This design comes from an exercise in tuning for small area, a short achievable clock period and few clock cycles per item on the open sky130 flow, not from production work.
Only simulation tests tie the RTL to the original design; equivalence was not proved.

==> design/flow/design.v <==
`default_nettype none
package modem_pkg;
	localparam int sample_w = 16;  
	localparam int cordic_iter = 16;  
	localparam int cordic_ext = 2;  
	localparam int fifo_depth = 16;
	localparam int dly_w = 4;  
endpackage
`default_nettype wire
`timescale 1ns/10ps
`default_nettype none
module modem_ports(
	input wire clk,
	input wire rst,
	input wire iocs,
	input wire [2:0] ioaddr,
	input wire [15:0] din,
	input wire iowr,
	input wire iord,
	input wire [31:0] fifo_head,  
	input wire fifo_empty,
	input wire fifo_full,
	output logic [15:0] dout,  
	output logic xmt,  
	output logic xmt_o,  
	output logic ptt,
	output logic fm,  
	output logic [3:0] dly,
	output logic [15:0] tx_x,  
	output logic [15:0] tx_y,  
	output logic [15:0] tx_y_nxt,  
	output logic tx_new,  
	output logic fifo_flush,
	output logic cpu_pop
);
	logic wr;
	logic rd;
	logic wr_x;
	logic wr_y;
	logic wr_cfg;
	logic wr_cmd;
	logic [15:0] din_r;  
	logic xw_r;
	logic yw_r;
	assign wr = iocs & iowr;
	assign rd = iocs & iord;
	assign wr_x = wr & (ioaddr == 3'd0);
	assign wr_y = wr & (ioaddr == 3'd1);
	assign wr_cfg = wr & (ioaddr == 3'd2);
	assign wr_cmd = wr & (ioaddr == 3'd7);
	assign fifo_flush = wr_cmd & din[1];
	assign cpu_pop = rd & (ioaddr == 3'd1) & ~xmt;
	assign tx_y_nxt = fm ? din_r + tx_y : din_r;
	assign tx_new = yw_r & xmt;
	always_ff @(posedge clk)
	begin
		if (rst)
		begin
			fm <= 1'b0;
			dly <= '0;
			ptt <= 1'b0;
			tx_y <= '0;
			yw_r <= 1'b0;
		end
		else
		begin
			if (wr_cfg)
			begin
				fm <= din[0];
				dly <= din[7:4];
			end
			if (wr_cmd)
			begin
				ptt <= din[3];
			end
			yw_r <= wr_y;
			if (yw_r)
				tx_y <= tx_y_nxt;
		end
	end
	logic xmt_n;
	assign xmt = ~xmt_n;
	always_ff @(posedge clk)
	begin
		if (rst)
		begin
			xmt_o <= 1'b0;
			xmt_n <= 1'b1;
		end
		else if (wr_cmd)
		begin
			xmt_o <= din[0];
			xmt_n <= ~din[0];
		end
	end
	always_ff @(posedge clk)
	begin
		case (ioaddr)
		3'd0: dout <= fifo_head[31:16];
		3'd1: dout <= fifo_head[15:0];
		3'd2: dout <= {8'h00, dly, 3'b000, fm};
		3'd3: dout <= {fifo_empty, fifo_full, 14'h0000};
		default: dout <= '0;
		endcase
	end
	always_ff @(posedge clk)
	begin
		xw_r <= wr_x;
		if (xw_r)
			tx_x <= din_r;
		if (wr_x || wr_y)
			din_r <= din;
	end
endmodule
`default_nettype wire
`timescale 1ns/10ps
`default_nettype none
module cordic_serial(
	input wire clk,
	input wire rst,
	input wire rotate,  
	input wire load,  
	input wire [15:0] xi,  
	input wire [15:0] yi,  
	input wire [15:0] zi,  
	output logic accept,  
	output logic [15:0] xo,
	output logic [15:0] yo,  
	output logic fin  
);
	localparam int W = 18;
	localparam logic [16*16-1:0] ATAN = {16'd0, 16'd1, 16'd1, 16'd3, 16'd5, 16'd10, 16'd20, 16'd41,
		16'd81, 16'd163, 16'd326, 16'd651, 16'd1297, 16'd2555, 16'd4836, 16'd8192};
	localparam logic [9*5-1:0] ZW = {5'd1, 5'd3, 5'd5, 5'd7, 5'd9, 5'd11, 5'd13, 5'd14, 5'd16};
	logic [8:0][W-1:0] x;
	logic [8:0][W-1:0] y;
	logic [8:0][15:0] z;  
	logic [8:0] dr;  
	logic [8:0] h;  
	logic [8:0] f;  
	logic [8:0] fn;  
	logic [15:0] zacc;  
	logic v0;  
	logic v0n;  
	logic it0;  
	logic [8:0] ua;  
	logic [8:0] ua2;  
	logic [8:0] hn;  
	logic [8:0] ub;  
	logic [8:0] ub2;  
	assign accept = ~v0;
	assign fin = h[8];
	logic s0;  
	logic ny0;  
	logic [W-1:0] xa1;
	logic [W-1:0] xb1;
	logic [W-1:0] ya1;
	logic [W-1:0] yb1;
	logic xsub1;
	logic ysub1;
	logic [13:0] za1;
	logic [13:0] zb1;
	logic zsub1;
	logic [W:0] xt1;
	logic [W:0] yt1;
	logic [14:0] zt1;
	always_comb
	begin
		if (ua[1])
		begin
			xa1 = '0;
			xb1 = x[0];
			xsub1 = s0;
		end
		else
		begin
			xa1 = x[1];
			xb1 = it0 ? y[1] : {y[1][W-1], y[1][W-1:1]};
			xsub1 = dr[1];
		end
		if (ua2[1])
		begin
			ya1 = '0;
			yb1 = y[0];
			ysub1 = ny0;
			za1 = z[0][13:0];
			zb1 = ATAN[13:0];
			zsub1 = ~z[0][14];
		end
		else
		begin
			ya1 = y[1];
			yb1 = it0 ? x[1] : {x[1][W-1], x[1][W-1:1]};
			ysub1 = ~dr[1];
			za1 = z[1][13:0];
			zb1 = ATAN[29:16];
			zsub1 = dr[1];
		end
	end
	assign xt1 = {xa1, 1'b1} + {xb1 ^ {W{xsub1}}, xsub1};
	assign yt1 = {ya1, 1'b1} + {yb1 ^ {W{ysub1}}, ysub1};
	assign zt1 = {za1, 1'b1} + {zb1 ^ {14{zsub1}}, zsub1};
	always_ff @(posedge clk)
	begin
		x[1] <= xt1[W:1];
		y[1] <= yt1[W:1];
		z[1] <= {{2{zt1[14]}}, zt1[14:1]};
		dr[1] <= rotate ? ~zt1[14] : yt1[W];
	end
	for (genvar s = 2; s < 9; s++)
	begin : g_unit
		localparam int WI = ZW[5*(s-1) +: 5];  
		localparam int WO = ZW[5*s +: 5];  
		localparam int I = 2*s-2;
		wire d = ua[s] ? dr[s-1] : dr[s];
		wire signed [W-1:0] xp = x[s-1];
		wire signed [W-1:0] yp = y[s-1];
		wire signed [W-1:0] xq = x[s];
		wire signed [W-1:0] yq = y[s];
		wire [W-1:0] xa = ua[s] ? x[s-1] : x[s];
		wire [W-1:0] ya = ua2[s] ? y[s-1] : y[s];
		wire [W-1:0] ys = ub[s] ? yq >>> (I+1) : yp >>> I;
		wire [W-1:0] xs = ub2[s] ? xq >>> (I+1) : xp >>> I;
		wire [WI-1:0] za = ub[s] ? {{(WI-WO){z[s][WO-1]}}, z[s][WO-1:0]} : z[s-1][WI-1:0];
		wire [WI-1:0] a = ub[s] ? ATAN[16*(I+1) +: WI] : ATAN[16*I +: WI];
		wire [W:0] xt = {xa, 1'b1} + {ys ^ {W{d}}, d};
		wire [W:0] yt = {ya, 1'b1} + {xs ^ {W{~d}}, ~d};
		wire [WI:0] zt = {za, 1'b1} + {a ^ {WI{d}}, d};
		always_ff @(posedge clk)
		begin
			x[s] <= xt[W:1];
			y[s] <= yt[W:1];
			z[s] <= {{(16-WI){zt[WI]}}, zt[WI:1]};
			dr[s] <= rotate ? ~zt[WO] : yt[W];  
		end
	end
	logic [15:0] za;
	logic zd;
	always_comb
	begin
		za = '0;
		zd = 1'b0;
		if (h[1])
		begin
			za = za | (it0 ? ATAN[15:0] : ATAN[31:16]);
			zd = zd | dr[1];
		end
		for (int s = 2; s < 9; s++)
		begin
			if (f[s-1])
			begin
				za = za | ATAN[16*(2*s-2) +: 16];
				zd = zd | dr[s-1];
			end
			if (h[s])
			begin
				za = za | ATAN[16*(2*s-1) +: 16];
				zd = zd | dr[s];
			end
		end
	end
	logic [15:0] zar;
	logic zdr;
	logic [16:0] zat;
	assign zat = {zacc, 1'b1} + {zar ^ {16{zdr}}, zdr};
	always_comb
	begin
		ua[0] = 1'b0;
		ua2[0] = 1'b0;
		ub = '0;
		ub2 = '0;
		ua[1] = v0;
		ua2[1] = ~v0n;
		for (int s = 2; s < 9; s++)
		begin
			ua[s] = f[s-1];
			ua2[s] = ~fn[s-1];
			ub[s] = h[s];
			ub2[s] = ~hn[s];
		end
	end
	always_ff @(posedge clk)
	begin
		if (rst)
		begin
			v0 <= 1'b0;
			v0n <= 1'b1;
			it0 <= 1'b0;
			h <= '0;
			hn <= '1;
			f <= '0;
			fn <= '1;
		end
		else
		begin
			v0 <= ~v0 & load;
			v0n <= ~(~v0 & load);
			it0 <= v0 & ~rotate;
			h[1] <= v0 | it0;
			hn[1] <= ~(v0 | it0);
			f[1] <= h[1] & ~it0;
			fn[1] <= ~(h[1] & ~it0);
			for (int s = 2; s < 9; s++)
			begin
				h[s] <= f[s-1];
				hn[s] <= ~f[s-1];
				f[s] <= h[s];
				fn[s] <= ~h[s];
			end
		end
	end
	always_ff @(posedge clk)
	begin
		x[0] <= {{2{xi[15]}}, xi};
		y[0] <= {{2{yi[15]}}, yi};
		z[0] <= zi;
		dr[0] <= 1'b0;
		s0 <= rotate ? (zi[15] ^ zi[14]) : xi[15];
		ny0 <= rotate ? zi[15] : xi[15];
		zar <= za;
		zdr <= zd;
		if (v0)
			zacc <= {x[0][15], 15'd0};  
		else
			zacc <= zat[16:1];
		if (h[8])
		begin
			xo <= g_unit[8].xt[W:3];
			yo <= rotate ? g_unit[8].yt[W:3] : zat[16:1];  
		end
	end
endmodule
`default_nettype wire
`timescale 1ns/10ps
`default_nettype none
module fm_discrim(
	input wire clk,
	input wire rst,
	input wire [15:0] mag,  
	input wire [15:0] phs,
	input wire iv,
	input wire fm,  
	input wire [3:0] dly,  
	output logic [31:0] res,  
	output logic ov
);
	logic [15:0] ring [16];
	logic [3:0] ph;  
	logic [3:0] wp;  
	logic [3:0] rs;  
	logic [4:0] hist;  
	logic pr;  
	logic pw;  
	logic do_rd;
	logic do_wr;
	logic [15:0] p;
	assign do_rd = pr & (ph == rs);
	assign do_wr = pw & (ph == wp);
	logic pv;  
	assign p = pv ? ring[0] : 16'd0;
	logic [15:0] frq;  
	logic [15:0] mag_r;  
	assign res = {mag_r, frq};
	always_ff @(posedge clk)
	begin
		if (rst)
		begin
			ph <= '0;
			wp <= '0;
			hist <= '0;
			pr <= 1'b0;
			pw <= 1'b0;
			ov <= 1'b0;
		end
		else
		begin
			ov <= do_rd;
			ph <= ph + 1'b1;
			if (iv)
			begin
				rs <= wp - dly;
				wp <= wp + 1'b1;
				pr <= 1'b1;
				pw <= 1'b1;
			end
			else
			begin
				if (do_rd)
					pr <= 1'b0;
				if (do_wr)
					pw <= 1'b0;
			end
			if (do_rd && !hist[4])
				hist <= hist + 1'b1;
		end
	end
	always_ff @(posedge clk)
	begin
		pv <= fm && ({1'b0, dly} < hist);
		frq <= phs - p;  
		mag_r <= mag;
		for (int i = 0; i < 15; i++)
			ring[i] <= ring[i+1];
		ring[15] <= do_wr ? phs : ring[0];
	end
endmodule
`default_nettype wire
`timescale 1ns/10ps
`default_nettype none
module sample_fifo(
	input wire clk,
	input wire rst,
	input wire flush,  
	input wire we,  
	input wire wr,  
	input wire [31:0] wdata,  
	input wire rd,
	output logic [31:0] rdata,  
	output logic empty,
	output logic full
);
	logic [31:0] mem [16];
	logic [3:0] wp;
	logic [15:0] rs;  
	logic [4:0] count;
	logic do_wr;
	logic do_rd;
	assign empty = (count == 5'd0);
	assign full = count[4];
	assign do_wr = wr & ~full;  
	assign do_rd = rd & ~empty;
	always_comb
	begin
		rdata = '0;
		for (int k = 0; k < 16; k++)
			rdata = rdata | (mem[k] & {32{rs[k]}});
	end
	always_ff @(posedge clk)
	begin
		if (rst || flush)
		begin
			wp <= '0;
			rs <= 16'd1;
			count <= '0;
		end
		else
		begin
			if (do_wr)
				wp <= wp + 1'b1;
			if (do_rd)
			begin
				rs <= {rs[14:0], rs[15]};
			end
			if (do_rd)
				count <= do_wr ? count : count - 1'b1;
			else
				count <= do_wr ? count + 1'b1 : count;
		end
	end
	always_ff @(posedge clk)
	begin
		if (we && !full)
			mem[wp] <= wdata;  
	end
endmodule
`default_nettype wire
`timescale 1ns/10ps
`default_nettype none
module modem_top(
	input wire clk,
	input wire rst,
	input wire iocs,
	input wire [2:0] ioaddr,
	input wire [15:0] din,
	input wire iowr,
	input wire iord,
	input wire [15:0] rdix,  
	input wire [15:0] rdiy,  
	input wire riv,
	input wire toe,  
	output logic [15:0] dout,
	output logic [15:0] tdox,
	output logic [15:0] tdoy,
	output logic tov,
	output logic xmtout,
	output logic pttout
);
	logic xmt;
	logic xmt_o;
	logic [15:0] tx_y;
	logic tx_pend;  
	logic ptt;
	logic fm;
	logic [3:0] dly;
	logic [15:0] tx_x;
	logic [15:0] tx_y_nxt;
	logic tx_new;
	logic fifo_flush;
	logic cpu_pop;
	logic fifo_empty;
	logic fifo_full;
	logic [31:0] fifo_head;
	logic f_wr;
	logic f_we;
	logic f_rd;
	logic [31:0] f_data;
	logic c_accept;
	logic c_load;
	logic tx_load;
	logic [15:0] c_xi;
	logic [15:0] c_yi;
	logic [15:0] c_zi;
	logic [15:0] c_xo;
	logic [15:0] c_yo;
	logic c_rdy;
	logic rx_done;
	assign rx_done = c_rdy & ~xmt;  
	logic [31:0] rx_res;
	logic rx_ov;
	assign tx_load = xmt & toe & c_accept & (~fifo_empty | (tx_new & ~tx_pend));
	assign c_load = xmt ? tx_load : riv;
	assign c_xi = xmt ? (fifo_empty ? tx_x : fifo_head[31:16]) : rdix;
	assign c_yi = xmt ? c_xi : rdiy;  
	assign c_zi = (xmt & fifo_empty) ? tx_y_nxt : (xmt ? fifo_head[15:0] : 16'd0);
	assign f_rd = (tx_load & ~fifo_empty) | cpu_pop;
	assign f_wr = tx_pend | rx_ov;
	assign f_we = f_wr;
	assign f_data = xmt ? {tx_x, tx_y} : rx_res;
	always_ff @(posedge clk)
	begin
		if (rst)
			tx_pend <= 1'b0;
		else
			tx_pend <= tx_new & ~(tx_load & fifo_empty);
	end
	always_ff @(posedge clk)
	begin
		if (rst)
			tov <= 1'b0;
		else
			tov <= c_rdy & xmt;
	end
	modem_ports u_ports (
		.clk(clk),
		.rst(rst),
		.iocs(iocs),
		.ioaddr(ioaddr),
		.din(din),
		.iowr(iowr),
		.iord(iord),
		.fifo_head(fifo_head),
		.fifo_empty(fifo_empty),
		.fifo_full(fifo_full),
		.dout(dout),
		.xmt(xmt),
		.xmt_o(xmt_o),
		.ptt(ptt),
		.fm(fm),
		.dly(dly),
		.tx_x(tx_x),
		.tx_y(tx_y),
		.tx_y_nxt(tx_y_nxt),
		.tx_new(tx_new),
		.fifo_flush(fifo_flush),
		.cpu_pop(cpu_pop)
	);
	cordic_serial u_cordic (
		.clk(clk),
		.rst(rst),
		.rotate(xmt),
		.load(c_load),
		.xi(c_xi),
		.yi(c_yi),
		.zi(c_zi),
		.accept(c_accept),
		.xo(c_xo),
		.yo(c_yo),
		.fin(c_rdy)
	);
	fm_discrim u_discrim (
		.clk(clk),
		.rst(rst),
		.mag(tdox),
		.phs(tdoy),
		.iv(rx_done),
		.fm(fm),
		.dly(dly),
		.res(rx_res),
		.ov(rx_ov)
	);
	sample_fifo u_fifo (
		.clk(clk),
		.rst(rst),
		.flush(fifo_flush),
		.we(f_we),
		.wr(f_wr),
		.wdata(f_data),
		.rd(f_rd),
		.rdata(fifo_head),
		.empty(fifo_empty),
		.full(fifo_full)
	);
	assign tdox = c_xo;
	assign tdoy = c_yo;
	assign xmtout = xmt_o;
	assign pttout = ptt;
endmodule
`default_nettype wire
==> design/flow/run.sh <==
#!/bin/bash
# synth_recipe.tcl (not shown) runs the flow's synth.tcl, then flattens the netlist and writes it again
# the make line also repeats each setting of config.mk as NAME=value (left out here)
make -C /OpenROAD-flow-scripts/flow DESIGN_CONFIG=/design/flow/config.mk WORK_HOME=/design/flow/orfs CLKGATE_MAP_FILE= SYNTH_SCRIPT=/design/flow/synth_recipe.tcl finish
==> design/flow/config.mk <==
export PLATFORM = sky130hd
export DESIGN_NAME = modem_top
export DESIGN_NICKNAME = modem_top
export VERILOG_FILES = /design/flow/design.v
export SDC_FILE = /design/flow/constraint.sdc
export NUM_CORES = 4
export LEC_CHECK = 0
export CAP_MARGIN = 20
export CORE_MARGIN = 2
export CORE_UTILIZATION = 62
export CTS_CLUSTER_DIAMETER = 110
export CTS_CLUSTER_SIZE = 24
export PLACE_DENSITY = 0.72
export SETUP_SLACK_MARGIN = 3.8
export SLEW_MARGIN = 20
export TNS_END_PERCENT = 10
==> design/flow/constraint.sdc <==
create_clock -name core_clock -period 7.0 [get_ports {clk}]
set_input_delay 1.4000 -clock core_clock [delete_from_list [all_inputs] [get_ports {clk}]]
set_output_delay 1.4000 -clock core_clock [all_outputs]
set_load 0.01 [all_outputs]
==> summary.json, run 1 <==
{
  "synth_top_family_by_area": "compound AO/OA/AOI/OAI gates",
  "synth.lib_cells_used.distinct": 87,
  "synth_mux_area_share_pct": 9.45,
  "route.met3.wl_um": 19000,
  "area_growth_pct": 10.9,
  "route.layer.met1.wl_um": 80800,
  "regArea_um2": 34500,
  "synthFlopType": "dfxtp_1",
  "hold_path_depth": 0,
  "r2r_end": "u_cordic.x[52]$_DFF_P_",
  "antenna_found_initial": 8,
  "synth_compound_area_share_pct": 13.4,
  "floorplan.initialDensity_pct": 62.7,
  "first_global_vias": 43600,
  "timing.max_cap.violations": 0,
  "worstSetupPathDepth": 1,
  "clk_pin_slew_ns": 0.10,
  "crit_type": "flip-flop to output pin",
  "achievable-frequency_mhz": 292,
  "1st_pass_router_iterations": 6,
  "synthAdderAreaFrac_pct": 7.45,
  "post_synth_instance_area_um2": 66300,
  "synth_simple_gate_area_share_pct": 8.04,
  "drt-initial-drc-count": 4860,
  "fp.coreArea_um2": 106000,
  "syn_area_per_cell_um2": 11.5,
  "cts_root_buffer": "clkbuf_16",
  "synth-edff-count": 584,
  "place.detailed.instances": 7125,
  "outcome": "finished clean",
  "final_period_minus_worst_setup_slack_ns": 3.43,
  "layout.cells.non_filler": 7393,
  "yosysSeqAreaShare_pct": 51.9,
  "timing.reg2reg.setup_slack_ns": 3.67,
  "crit_path_max_fanout": 3,
  "gr-usage-all-layers_pct": 33.3,
  "topRoutingLayerUsed": "met5",
  "yosys_warnings": 6,
  "fillers": 7714,
  "ctsHoldBuffers": 0,
  "maximum_number_of_pins_on_one_net_before_global_route_repair": 61,
  "r2r-start": "u_cordic.f[1]$_SDFF_PP0_",
  "post_drt_via_cell_ratio": 6.27,
  "cts_tree": "yes",
  "cp_slowest_stage_delay_ns": 0.74,
  "cp_data_required_time_ns": 5.60,
  "numPortBuffers": 108,
  "drt_wl_total_um": 188000,
  "slew_viol_final": 0,
  "gp_congestion": 0.949,
  "worst_hold_path.endpoint": "u_discrim.ring[0][13]$_DFF_P_",
  "clock_tree.htree_level_count": 3,
  "finClkSkew_ns": 0.0418,
  "yosys.area_share.xor_xnor_pct": 7.60,
  "netlist_instances": 5784,
  "crit_end_category": "output pin",
  "slew_at_the_pin_closest_to_its_max_slew_limit_ns": 1.19,
  "via_count": 46300,
  "final_nets": 6404,
  "critPathTopFamily": "buffers and inverters",
  "reg2reg_depth": 13,
  "io_pins": 109,
  "path_cells": "clkdlybuf4s50_1",
  "mappedNetlistNets": 6234,
  "ant_nets": 0,
  "clkSinkCount": 1425,
  "die_h_um": 331,
  "area_of_the_multi_input_gates_um2": 31500,
  "die_ar_um2": 110000,
  "layout_cell_share_with_drive_strength_beyond_1_pct": 14.5,
  "finalSetupViolCount": 0,
  "rsz0062_at_grt": "true",
  "dp_slack_ns": 2.35,
  "grt_pass1_wl_um": 272000,
  "die_wd_um": 331,
  "crit_path_start_kind": "flip-flop",
  "place_hpwl_um": 126000,
  "finalCritPeriodShare_pct": 49.0,
  "hold_slack_ns": 0.307,
  "post-route-drc-count": 0,
  "max-clock-path-buffers": 3,
  "report.final.hold_viol_count": 0,
  "cts_buffers": 70,
  "finish.utilization_pct": 69.5,
  "synth.ff_latch_count": 1425,
  "holdCritPathClass": "flip-flop to flip-flop",
  "hold_start": "u_discrim.ring[1][13]$_DFF_P_",
  "worstPathBufferInverterCount": 1,
  "worst-endpoint-arrival_ns": 2.03,
  "globalRoute.totalOverflow": 0,
  "final_critical_path_setup_slack_ns": 3.57,
  "max-slew-margin-rel_pct": 20.2,
  "async_reset_ff_share_pct": 0,
  "num_rows": 119,
  "clkLatencyLatePin_ns": 0.70,
  "tns_ns": 0,
  "met2_length_um": 82200,
  "avgRoutedWirePerCell_um": 25.4,
  "critPathSlowestCell": "clkdlybuf4s50_1"
}
[worst max-delay path by stage]
stage / startpoint / end / slack, ns
finish: u_cordic.yo[11]$_DFFE_PP_ / tdoy[11] / 3.57
CTS: u_cordic.v0$_SDFF_PP0_ / u_cordic.x[30]$_DFF_P_ / 3.47
global route: u_cordic.f[1]$_SDFF_PP0_ / u_cordic.x[53]$_DFF_P_ / 3.55
floorplan: u_fifo.count[4]$_SDFFE_PP0P_ / u_fifo.mem[2][0]$_DFFE_PP_ / 3.35
global placement: u_cordic.f[4]$_SDFF_PP0_ / u_cordic.x[107]$_DFF_P_ / 2.46
detailed placement: u_cordic.f[4]$_SDFF_PP0_ / u_cordic.x[107]$_DFF_P_ / 2.35
[flip-flops by register name (all words and copies together) (netlist names), 7 cells and up, named ones only]
register         flops
u_cordic.hn          7
u_ports.tx_x        16
u_fifo.rs           16
u_discrim.mag_r     16
u_cordic.h           8
u_discrim.frq       16
u_cordic.z          74
u_cordic.x         160
u_cordic.xo         16
u_cordic.f           7
u_cordic.fn          7
u_cordic.zacc       16
u_cordic.y         160
u_ports.tx_y        16
u_cordic.dr          8
u_fifo.mem         512
u_ports.din_r       16
u_cordic.zar        14
u_discrim.ring     256
u_ports.dout        16
u_cordic.yo         16
[metrics by stage]
| step | instance area, µm² |
|---|---|
| CTS | 72100 |
| global placement | 69000 |
| detailed placement | 69000 |
| global route | 73500 |
| finish | 73500 |
| floorplan | 66500 |
[cells in the final DEF, fill, tap and decap left out, drive strengths merged, types with 15 or more instances in the layout]
master,count
mux2,364
xnor2,428
or3,21
a22oi,189
mux2i,216
nor4,20
clkdlybuf4s50,104
a21o,147
o211ai,15
and2,51
nand3,80
o21ai,190
nand2b,56
nand4,45
ha,388
a211oi,73
edfxtp,584
o31ai,17
inv,160
buf,199
nand2,289
xor2,147
dfxtp,841
a22o,39
o21bai,41
clkbuf,113
a21oi,340
o21a,61
nor3,80
a31oi,32
and3,34
nor2b,70
a221oi,39
nor2,333
[per-layer routing]
layer  GRT usage [%]  vias to the layer above
met5               0                        -
met4            9.88                        6
met3            6.85                      312
met2            51.1                     2070
met1            47.7                    22400
li1                -                    21500
[cell families after synthesis]
logic type | count (synthesis)
AOI/OAI and AO/OA | 1312
xor gates and xnor gates | 575
adders and majority gates | 392
buffers and inverters | 380
DFF | 1425
muxes | 577
and+or+nand+nor | 1123
[timing repair]
item / 4_1_cts / 5_1_grt
resized for setup: 92 / 140
gates cloned: 5 / 7
buffers inserted: 63 / 72
pin swaps: 13 / 52
endpoints found under the setup margin: 287 / 204
[Yosys cell counts (15+ instances only)]
| master | count | area, µm² |
|---|---|---|
| a211oi_1 | 71 | 533 |
| a21o_1 | 147 | 1100 |
| a21oi_1 | 333 | 1670 |
| a221oi_1 | 38 | 333 |
| a22o_1 | 39 | 342 |
| a22oi_1 | 189 | 1420 |
| a31oi_1 | 31 | 194 |
| and2_1 | 51 | 319 |
| and3_1 | 34 | 213 |
| buf_1 | 49 | 184 |
| buf_2 | 18 | 90.1 |
| clkbuf_1 | 145 | 544 |
| dfxtp_1 | 841 | 16800 |
| edfxtp_1 | 584 | 17500 |
| ha_1 | 388 | 4850 |
| inv_1 | 155 | 582 |
| mux2_2 | 354 | 3990 |
| mux2i_1 | 215 | 2150 |
| nand2_1 | 288 | 1080 |
| nand2b_1 | 56 | 350 |
| nand3_1 | 80 | 400 |
| nand4_1 | 45 | 282 |
| nor2_1 | 333 | 1250 |
| nor2b_1 | 70 | 438 |
| nor3_1 | 80 | 400 |
| nor4_1 | 20 | 125 |
| o211ai_1 | 15 | 113 |
| o21a_1 | 61 | 458 |
| o21ai_0 | 183 | 916 |
| o21bai_1 | 41 | 308 |
| o31ai_1 | 17 | 128 |
| or3_1 | 21 | 131 |
| xnor2_1 | 428 | 3750 |
| xor2_1 | 147 | 1290 |
[layout make-up]
type	count	share of cell area, %
Sequential cell	1425	46.9
Multi-Input combinational cell	3983	42.8
Timing Repair Buffer	311	4.05
Clock buffer	108	2.58
Tap cell	1391	2.37
Inverter	161	0.875
Clock inverter	11	0.363
Timing Repair inverter	2	0.0221
Antenna cell	1	0.00341
Testbench counts, summed over its fixed seeds: cycles 1,160, items 512.
==> inputs of run 2 (changes only) <==
--- a/design/flow/config.mk
+++ b/design/flow/config.mk
@@ -13,3 +13,3 @@
 export PLACE_DENSITY = 0.72
-export SETUP_SLACK_MARGIN = 3.8
+export SETUP_SLACK_MARGIN = 4.0
 export SLEW_MARGIN = 20
==> summary.json, run 2 <==
{
  "yosys_warnings": 6,
  "ant_nets": 0,
  "timing.reg2reg.setup_slack_ns": 3.74,
  "place.detailed.instances": 7134,
  "commonest_non_fill_non_tap_cell_in_the_layout": "dfxtp_1",
  "synth.lib_cells_used.distinct": 87,
  "fp.coreArea_um2": 106000,
  "largestRegisters": "u_fifo.mem (512), u_discrim.ring (256)",
  "drt-initial-drc-count": 5263,
  "die_h_um": 331,
  "finalCritPeriodShare_pct": 46.5,
  "synth_most_common_cell": "dfxtp_1",
  "fraction_of_synthesized_cell_area_taken_by_the_top_area_cell_type_pct": 26.5,
  "layout.cell_area.non_filler_um2": 75400,
  "num_rows": 119,
  "gr-usage-met3_pct": 6.92,
  "max-slew-margin-rel_pct": 27.4,
  "drt_wl_total_um": 194000,
  "layout_cell_share_with_drive_strength_beyond_1_pct": 18.0,
  "numPortBuffers": 108,
  "syn_area_per_cell_um2": 11.5,
  "via_count": 47600,
  "crit_path_max_fanout": 7,
  "gr-usage-all-layers_pct": 34.1,
  "post-route-drc-count": 0,
  "die_wd_um": 331,
  "layout.cells.most_common_list": "801 x dfxtp_1, 584 x edfxtp_1, 398 x xnor2_1, 353 x mux2_2, 347 x ha_1",
  "cts_buffers": 70,
  "endpoint": "u_cordic.x[143]$_DFF_P_",
  "largest_reg_flops": 512,
  "post_drt_via_cell_ratio": 6.35,
  "grt_pass1_wl_um": 278000,
  "timing.critical_path.from": "u_cordic.f[6]$_SDFF_PP0_",
  "cts_root_buffer": "clkbuf_16",
  "ctsHoldBuffers": 0,
  "yosys-top-cells-area": "edfxtp_1 26%, dfxtp_1 25%, ha_1 7.3%, mux2_2 6.0%, xnor2_1 5.7%",
  "global_route.peak_usage_layer": "met2",
  "floorplan.initialDensity_pct": 62.7,
  "layout.cells.non_filler": 7492,
  "r2r-start": "u_cordic.f[6]$_SDFF_PP0_",
  "detailed_place.area_um2": 69200,
  "1st_pass_router_iterations": 6,
  "antenna_found_initial": 11,
  "final_nets": 6496,
  "die_ar_um2": 110000,
  "outcome": "finished clean",
  "slew_at_the_pin_closest_to_its_max_slew_limit_ns": 1.09,
  "max-clock-path-buffers": 3,
  "synth_cell_count_leaders": "841 x dfxtp_1, 584 x edfxtp_1, 428 x xnor2_1, 388 x ha_1, 354 x mux2_2",
  "report.final.hold_viol_count": 0,
  "slew_viol_final": 0,
  "tns_ns": 0,
  "rsz0062_at_grt": "true",
  "holdCritPathClass": "flip-flop to flip-flop",
  "netlist_instances": 5784,
  "post_synth_instance_area_um2": 66300,
  "globalRoute.totalOverflow": 0,
  "groute.layer.met1.usage_pct": 49.6,
  "post-synth-top-area-cell": "edfxtp_1",
  "grt_util_met2_pct": 50.4,
  "cp_data_required_time_ns": 7.62,
  "async_reset_ff_share_pct": 0,
  "clock_tree.htree_level_count": 3,
  "reg2reg_depth": 14,
  "crit_end_category": "flip-flop",
  "timing.max_cap.violations": 0,
  "finalSetupViolCount": 0,
  "final_period_minus_worst_setup_slack_ns": 3.26,
  "clk_pin_slew_ns": 0.10,
  "synthFlopType": "dfxtp_1",
  "crit_path_start_kind": "flip-flop",
  "yosysSeqAreaShare_pct": 51.9,
  "crit_type": "flip-flop to flip-flop",
  "area_growth_pct": 13.8,
  "registers.top_by_ff_count": "u_fifo.mem",
  "synth.ff_latch_count": 1425,
  "avgRoutedWirePerCell_um": 25.9,
  "clkLatencyLatePin_ns": 0.72,
  "io_pins": 109,
  "place_hpwl_um": 128000,
  "maximum_number_of_pins_on_one_net_before_global_route_repair": 67,
  "synth-edff-count": 584,
  "first_global_vias": 44000,
  "worst-endpoint-arrival_ns": 3.88,
  "gp_congestion": 0.956,
  "finClkSkew_ns": 0.0522,
  "mappedNetlistNets": 6234,
  "r2r_end": "u_cordic.x[143]$_DFF_P_",
  "clkSinkCount": 1425,
  "achievable-frequency_mhz": 307,
  "cts_tree": "yes"
}
## run 2: cell types whose count changed in the layout (fill, tap and decap cells not counted), sizes merged, moves of 2 or more
| cell | before | now |
|---|---|---|
| dlygate4sd2 | 0 | 11 |
| clkinv | 8 | 12 |
| clkdlybuf4s50 | 104 | 94 |
| buf | 199 | 291 |
| clkinvlp | 5 | 3 |
| bufbuf | 1 | 4 |
| dlymetal6s2s | 2 | 0 |
## run 2: cell families after synthesis
logic type	count (synthesis)	share of synthesized area (%)
compound gates	1312	13.4
xor+xnor	575	7.60
fa+ha+maj	392	7.45
buf+inv	380	2.23
flops	1425	51.9
mux	577	9.45
simple gates	1123	8.04
## run 2: timing repair
action / in CTS / in global routing
pin swaps: 48 / 141
resized for setup: 196 / 259
cloned: 9 / 4
setup endpoints to repair: 372 / 281
setup buffers: 88 / 130
## run 2: worst min path at each step
| stage | from | end | slack, ns | depth (start not counted) |
|---|---|---|---|---|
| after floorplan | u_discrim.ring[1][0]$_DFF_P_ | u_discrim.ring[0][0]$_DFF_P_ | 0.31 | 0 |
| after global placement | u_discrim.ring[6][9]$_DFF_P_ | u_discrim.ring[5][9]$_DFF_P_ | 0.31 | 0 |
| after detailed placement | u_discrim.ring[1][11]$_DFF_P_ | u_discrim.ring[0][11]$_DFF_P_ | 0.31 | 0 |
| after CTS | u_discrim.ring[13][7]$_DFF_P_ | u_discrim.ring[12][7]$_DFF_P_ | 0.33 | 0 |
| after global routing | u_discrim.ring[10][9]$_DFF_P_ | u_discrim.ring[9][9]$_DFF_P_ | 0.33 | 0 |
| final | u_discrim.ring[10][1]$_DFF_P_ | u_discrim.ring[9][1]$_DFF_P_ | 0.32 | 0 |
## run 2: critical path, cell delays in order, from the launching register on
cell and delay [ns]:
dfxtp_2 0.35, buf_12 0.12, mux2_4 0.34, buf_8 0.16, xnor2_1 0.13, buf_4 0.16, ha_1 0.21, or3_1 0.31
a211o_1 0.27, a31oi_4 0.25, a211oi_4 0.11, a31o_4 0.25, a211o_1 0.28, a21oi_2 0.15, xnor2_1 0.12
## run 2: metrics by stage
stage	hold slack [ns]	setup WS (ns)	utilization, %
2_1_floorplan	0.310	3.35	-
3_3_place_gp	0.310	1.86	65.4
3_5_place_dp	0.312	1.86	65.4
4_1_cts	0.326	3.75	69.1
5_1_grt	0.329	3.63	71.3
6_report	0.322	3.74	71.3
## run 2: per-layer routing
layer | up-vias | routed length (µm)
li1 | 21700 | -
met2 | 2303 | 83000
met3 | 415 | 20600
met1 | 23100 | 82000
met4 | 4 | 8090
met5 | - | 22
## run 2: layout make-up
type,instances,area (µm²)
antenna,1,2.50
clock buffer,111,1910
clock inverter,15,305
fill,7592,30300
inverter,161,648
multi-input combinational,3983,32500
sequential,1425,34500
tap,1391,1740
timing repair buffer,404,3800
timing repair inverter,1,7.51
==> inputs of run 3 (changes only) <==
--- a/design/flow/config.mk
+++ b/design/flow/config.mk
@@ -13,3 +13,3 @@
 export PLACE_DENSITY = 0.72
-export SETUP_SLACK_MARGIN = 4.0
+export SETUP_SLACK_MARGIN = 4.2
 export SLEW_MARGIN = 20
==> summary.json, run 3 <==
{
  "via_count": 48200,
  "commonest_non_fill_non_tap_cell_in_the_layout": "dfxtp_1",
  "yosysSeqAreaShare_pct": 51.9,
  "yosys-top-cells-area": "edfxtp_1 26%, dfxtp_1 25%, ha_1 7.3%, mux2_2 6.0%, xnor2_1 5.7%",
  "clk_pin_slew_ns": 0.10,
  "avgRoutedWirePerCell_um": 25.8,
  "cts_root_buffer": "clkbuf_16",
  "hold_slack_ns": 0.319,
  "die_wd_um": 331,
  "ant_nets": 0,
  "num_rows": 119,
  "registers.top_by_ff_count": "u_fifo.mem",
  "synthFlopType": "dfxtp_1",
  "dp_slack_ns": 2.34,
  "post-synth-top-area-cell": "edfxtp_1",
  "rsz0062_at_grt": "true",
  "fraction_of_synthesized_cell_area_taken_by_the_top_area_cell_type_pct": 26.5,
  "grt_pass1_wl_um": 281000,
  "worst-endpoint-arrival_ns": 3.71,
  "io_pins": 109,
  "cts_buffers": 70,
  "1st_pass_router_iterations": 6,
  "netlist_instances": 5784,
  "synth.ff_latch_count": 1425,
  "crit_end_category": "flip-flop",
  "cts_tree": "yes",
  "gp_congestion": 0.932,
  "slew_viol_final": 0,
  "floorplan.initialDensity_pct": 62.7,
  "critPathSlowestCell": "dfxtp_4",
  "die_ar_um2": 110000,
  "reg2reg_depth": 14,
  "final_period_minus_worst_setup_slack_ns": 3.26,
  "async_reset_ff_share_pct": 0,
  "area_growth_pct": 16.7,
  "finalSetupViolCount": 0,
  "gr-usage-all-layers_pct": 34.4,
  "layout.cells.most_common_list": "795 x dfxtp_1, 584 x edfxtp_1, 387 x xnor2_1, 354 x mux2_2",
  "synth-edff-count": 584,
  "final_critical_path_setup_slack_ns": 3.74,
  "synth_cell_count_leaders": "841 x dfxtp_1, 584 x edfxtp_1, 428 x xnor2_1, 388 x ha_1, 354 x mux2_2",
  "crit_path_start_kind": "flip-flop",
  "place_hpwl_um": 126000,
  "cp_data_required_time_ns": 7.45,
  "hold_path_depth": 0,
  "clkSinkCount": 1425,
  "report.final.hold_viol_count": 0,
  "layout_cell_share_with_drive_strength_beyond_1_pct": 21.4,
  "first_global_vias": 45000,
  "crit_type": "flip-flop to flip-flop",
  "largestRegisters": "u_fifo.mem (512), u_discrim.ring (256)",
  "timing.max_cap.violations": 0,
  "max-clock-path-buffers": 3,
  "crit_path_max_fanout": 6,
  "globalRoute.totalOverflow": 0,
  "mappedNetlistNets": 6234,
  "fp.coreArea_um2": 106000,
  "critical-path-top-cell-by-count": "o21bai_1",
  "maximum_number_of_pins_on_one_net_before_global_route_repair": 65,
  "drt-initial-drc-count": 5411,
  "slew_at_the_pin_closest_to_its_max_slew_limit_ns": 1.19,
  "antenna_found_initial": 11,
  "post-route-drc-count": 0,
  "drt_wl_total_um": 196000,
  "final_nets": 6620,
  "syn_area_per_cell_um2": 11.5,
  "cp_slowest_stage_delay_ns": 0.38,
  "tns_ns": 0,
  "post_drt_via_cell_ratio": 6.33,
  "outcome": "finished clean",
  "synth.lib_cells_used.distinct": 87,
  "synth_most_common_cell": "dfxtp_1",
  "achievable-frequency_mhz": 307,
  "die_h_um": 331,
  "path_cells": "mux2i_4 -> buf_12 -> xnor2_4 -> buf_6 -> ha_4 -> o21a_1 -> o21ai_4 -> o21bai_1 -> o21bai_1 -> a21boi_1 -> o41ai_2 -> o2111ai_1 -> xor2_1 -> mux2_2",
  "yosys_warnings": 6,
  "largest_reg_flops": 512,
  "clkLatencyLatePin_ns": 0.71,
  "holdCritPathClass": "flip-flop to flip-flop",
  "post_synth_instance_area_um2": 66300,
  "numPortBuffers": 108,
  "max-slew-margin-rel_pct": 20.3,
  "finalCritPeriodShare_pct": 46.6,
  "finClkSkew_ns": 0.0353,
  "clock_tree.htree_level_count": 3
}
-- run 3: cell count changes in the layout (fill, tap and decap cells not counted), moves of 8 or more --
cell,change
clkdlybuf4s50_1,-9
o21ai_1,+20
o21ai_0,-32
ha_4,+8
xnor2_1,-11
o21ai_2,+10
buf_4,+91
buf_6,+11
a21oi_1,-27
buf_12,+9
ha_1,-10
a21oi_2,+24
-- run 3: through the flow --
stage	util (%)	area [µm²]	std cells
6_report	73.2	77400	7613
5_1_grt	73.2	77300	7610
4_1_cts	70.7	74800	7463
3_5_place_dp	65.4	69100	7123
3_3_place_gp	65.4	69100	7123
2_1_floorplan	-	66700	5784
-- run 3: worst max-delay path: cells and delay by family (launching register included) --
kind            cells  cell delay, ns
fa+ha+maj           1            0.19
buf+inv             2            0.27
flops               1            0.38
compound gates      7            1.30
xor+xnor            2            0.33
mux                 2            0.53
-- run 3: logic make-up after synthesis --
family          after synthesis  synth area share [%]
compound gates             1312                  13.4
xor+xnor                    575                  7.60
fa+ha+maj                   392                  7.45
buf+inv                     380                  2.23
flops                      1425                  51.9
mux                         577                  9.45
simple gates               1123                  8.04
-- run 3: path summary, 6_finish.rpt --
check | startpoint | end | slack (ns)
setup / recovery | u_cordic.f[7]$_SDFF_PP0_ | u_cordic.yo[14]$_DFFE_PP_ | 3.74
hold / removal | u_discrim.ring[4][0]$_DFF_P_ | u_discrim.ring[3][0]$_DFF_P_ | 0.32
setup reg to reg | u_cordic.f[7]$_SDFF_PP0_ | u_cordic.yo[14]$_DFFE_PP_ | 3.74
hold reg to reg | u_discrim.ring[4][0]$_DFF_P_ | u_discrim.ring[3][0]$_DFF_P_ | 0.32
-- run 3: final cells by class --
class | instances | area (µm²)
antenna | 4 | 10.0
clock buffer | 108 | 1890
inverter | 161 | 678
timing repair buffer | 526 | 5080
multi-input combinational | 3983 | 33200
fill | 7183 | 28400
tap | 1391 | 1740
timing repair inverter | 3 | 25.0
sequential | 1425 | 34500
clock inverter | 12 | 220
-- run 3: routing by layer --
| metal | track usage [%] | part of all wire (%) | vias up |
|---|---|---|---|
| li1 | - | - | 22000 |
| met1 | 48.4 | 41 | 23500 |
| met2 | 53.0 | 44 | 2307 |
| met3 | 7.64 | 11 | 404 |
| met4 | 11.2 | 3.7 | 2 |
| met5 | 0 | 0.0041 | - |
-- run 3: what timing repair did --
action                                  4_1_cts  5_1_grt
pin swaps                                   134      157
buffers inserted                            201      140
endpoints found under the setup margin      487      410
gates resized for setup                     348      305
hold buffers                                  0        0
hold endpoints to repair                      0        0
gates cloned                                 19        4
==> inputs of run 4 (changes only) <==
--- a/design/flow/config.mk
+++ b/design/flow/config.mk
@@ -10,6 +10,6 @@
 export CORE_UTILIZATION = 62
-export CTS_CLUSTER_DIAMETER = 110
-export CTS_CLUSTER_SIZE = 24
+export CTS_CLUSTER_DIAMETER = 100
+export CTS_CLUSTER_SIZE = 20
 export PLACE_DENSITY = 0.72
-export SETUP_SLACK_MARGIN = 4.2
+export SETUP_SLACK_MARGIN = 4.0
 export SLEW_MARGIN = 20
==> summary.json, run 4 <==
{
  "synth-edff-count": 584,
  "finalSetupViolCount": 0,
  "achievable-frequency_mhz": 307,
  "layout.cell_area.non_filler_um2": 75700,
  "synth.lib_cells_used.distinct": 87,
  "final_critical_path_setup_slack_ns": 3.74,
  "1st_pass_router_iterations": 6,
  "numPortBuffers": 108,
  "drt_wl_total_um": 194000,
  "num_rows": 119,
  "outcome": "finished clean",
  "worstPathBufferInverterCount": 2,
  "globalRoute.totalOverflow": 0,
  "post_synth_instance_area_um2": 66300,
  "tns_ns": 0,
  "fillers": 7572,
  "r2r-start": "u_cordic.f[6]$_SDFF_PP0_",
  "commonest_non_fill_non_tap_cell_in_the_layout": "dfxtp_1",
  "regArea_um2": 34500,
  "synth_most_common_cell": "dfxtp_1",
  "area_of_the_multi_input_gates_um2": 32500,
  "yosys_warnings": 6,
  "max-clock-path-buffers": 3,
  "crit_path_start_kind": "flip-flop",
  "floorplan.initialDensity_pct": 62.7,
  "fp.coreArea_um2": 106000,
  "gp_congestion": 0.956,
  "die_h_um": 331,
  "final_nets": 6499,
  "ctsHoldBuffers": 0,
  "gr-usage-all-layers_pct": 34.2,
  "critical-path-top-cell-by-count": "a211o_1",
  "yosysSeqAreaShare_pct": 51.9,
  "post_drt_via_cell_ratio": 6.31,
  "largest_reg_flops": 512,
  "io_pins": 109,
  "syn_area_per_cell_um2": 11.5,
  "finClkSkew_ns": 0.0597,
  "layout.cells.most_common_list": "801 x dfxtp_1, 584 x edfxtp_1, 402 x xnor2_1, 354 x mux2_2, 348 x ha_1",
  "via_count": 47400,
  "post-synth-top-area-cell": "edfxtp_1",
  "antenna_found_initial": 14,
  "mappedNetlistNets": 6234,
  "grt_pass1_wl_um": 278000,
  "synthFlopType": "dfxtp_1",
  "maximum_number_of_pins_on_one_net_before_global_route_repair": 67,
  "area_growth_pct": 14.2,
  "synth_cell_count_leaders": "841 x dfxtp_1, 584 x edfxtp_1, 428 x xnor2_1, 388 x ha_1, 354 x mux2_2",
  "worst-endpoint-arrival_ns": 3.91,
  "first_global_vias": 44100,
  "netlist_instances": 5784,
  "timing.reg2reg.setup_slack_ns": 3.74,
  "met2_length_um": 82900,
  "crit_type": "flip-flop to flip-flop",
  "async_reset_ff_share_pct": 0,
  "cts_tree": "yes",
  "hold_start": "u_discrim.ring[11][11]$_DFF_P_",
  "critPathTopFamily": "compound AO/OA/AOI/OAI gates",
  "clock_tree.htree_level_count": 3,
  "yosys-top-cells-area": "edfxtp_1 26%, dfxtp_1 25%, ha_1 7.3%, mux2_2 6.0%, xnor2_1 5.7%",
  "cp_slowest_stage_delay_ns": 0.35,
  "hold_slack_ns": 0.321,
  "largestRegisters": "u_fifo.mem (512), u_discrim.ring (256)",
  "avgRoutedWirePerCell_um": 25.8,
  "route.met3.wl_um": 21200,
  "drt-initial-drc-count": 4752,
  "synth.ff_latch_count": 1425,
  "detailed_place.area_um2": 69200,
  "fraction_of_synthesized_cell_area_taken_by_the_top_area_cell_type_pct": 26.5,
  "die_ar_um2": 110000,
  "final_period_minus_worst_setup_slack_ns": 3.26,
  "critPathSlowestCell": "mux2_4",
  "finalCritPeriodShare_pct": 46.6,
  "slew_viol_final": 0,
  "timing.max_cap.violations": 0,
  "cts_buffers": 82,
  "die_wd_um": 331,
  "ant_nets": 0,
  "route.layer.met1.wl_um": 81700,
  "report.final.hold_viol_count": 0,
  "crit_path_max_fanout": 7,
  "clkLatencyLatePin_ns": 0.72,
  "path_cells": "buf_12 -> mux2_4 -> buf_4 -> xnor2_2 -> ha_1 -> and3_1 -> a211o_1 -> a31oi_4 -> a211oi_4 -> a31o_4 -> a211o_1 -> a21oi_2 -> xnor2_1",
  "cts_root_buffer": "clkbuf_16",
  "clk_pin_slew_ns": 0.09,
  "clkSinkCount": 1425,
  "topRoutingLayerUsed": "met5",
  "rsz0062_at_grt": "true",
  "dp_slack_ns": 1.86,
  "post-route-drc-count": 0,
  "registers.top_by_ff_count": "u_fifo.mem",
  "layout_cell_share_with_drive_strength_beyond_1_pct": 18.1,
  "crit_end_category": "flip-flop",
  "max-slew-margin-rel_pct": 25.5,
  "cp_data_required_time_ns": 7.65,
  "timing.critical_path.from": "u_cordic.f[6]$_SDFF_PP0_",
  "slew_at_the_pin_closest_to_its_max_slew_limit_ns": 1.12,
  "finish.utilization_pct": 71.6,
  "place_hpwl_um": 128000,
  "holdCritPathClass": "flip-flop to flip-flop"
}
-- run 4: what timing repair did --
| action | in CTS | in global routing |
|---|---|---|
| setup endpoints to repair | 375 | 306 |
| gates resized for setup | 197 | 263 |
| buffers inserted | 85 | 121 |
| gates cloned | 10 | 6 |
| pin swaps | 46 | 137 |
-- run 4: final timing paths --
kind	to	cells past startpoint
setup reg to reg	u_cordic.x[143]$_DFF_P_	13
hold / removal	u_discrim.ring[10][11]$_DFF_P_	0
setup / recovery	u_cordic.x[143]$_DFF_P_	13
hold reg to reg	u_discrim.ring[10][11]$_DFF_P_	0
-- run 4: cells by family after synthesis --
kind of cell | count (synthesis) | share of synthesized area, %
DFF | 1425 | 51.9
adders and majority gates | 392 | 7.45
xor gates and xnor gates | 575 | 7.60
AOI/OAI and AO/OA | 1312 | 13.4
muxes | 577 | 9.45
buffers and inverters | 380 | 2.23
and+or+nand+nor | 1123 | 8.04
-- run 4: worst reg2reg max path: cells and delay by family (launching register included) --
family,cells,cell delay [ns]
adders and majority gates,1,0.35
muxes,1,0.35
and+or+nand+nor,1,0.21
AOI/OAI and AO/OA,6,1.35
DFF,1,0.34
xor gates and xnor gates,2,0.27
buffers and inverters,2,0.32
-- run 4: final cells by class --
type | count | area share, %
timing repair buffer | 394 | 4.93
tap | 1391 | 2.30
timing repair inverter | 2 | 0.0182
inverter | 161 | 0.860
multi-input combinational | 3983 | 43.0
sequential | 1425 | 45.6
clock buffer | 136 | 2.99
clock inverter | 12 | 0.350
antenna | 5 | 0.0165
-- run 4: layer usage --
layer  vias up  GRT usage, %
li1      21700             -
met1     23000          48.8
met2      2215          50.8
met3       421          8.02
met4         6          12.5
met5         -             0
-- run 4: stage by stage --
step | instances
floorplan | 5784
global placement | 7134
detailed placement | 7134
CTS | 7377
global route | 7504
finish | 7509

## separate check: timing with driven ports
How much do the figures lean on ideal ports? The routed layouts below were timed once more, with nothing changed but the port constraints.
Step 1 sets driving cells, clkbuf_16 on the clock port and buf_2 on the other inputs (assumed; they add their load-dependent delay and slew).
Step 2 also shifts input and output timing later by t, the mid clock arrival at the registers, as if the neighbouring blocks saw the same clock.
Slacks: no drivers / after step 1 / after step 2; pairs: no drivers / after step 1.
| run | shift t [ns] | slack for setup (ns) | worst data-port slew with drivers (ns) |
|---|---|---|---|
| run 1 | 0.759 | 3.573 / 3.500 / 3.116 | 0.13 |
| run 2 | 0.764 | 3.743 / 3.682 / 3.015 | 0.09 |
| run 3 | 0.770 | 3.739 / 3.739 / 3.426 | 0.16 |
| run 4 | 0.768 | 3.741 / 3.727 / 3.031 | 0.11 |
After both steps setup and hold are still met in every run listed. The setup slack of run 2, which loses most, moves by -0.061 ns with the drivers and by -0.728 ns with both steps.
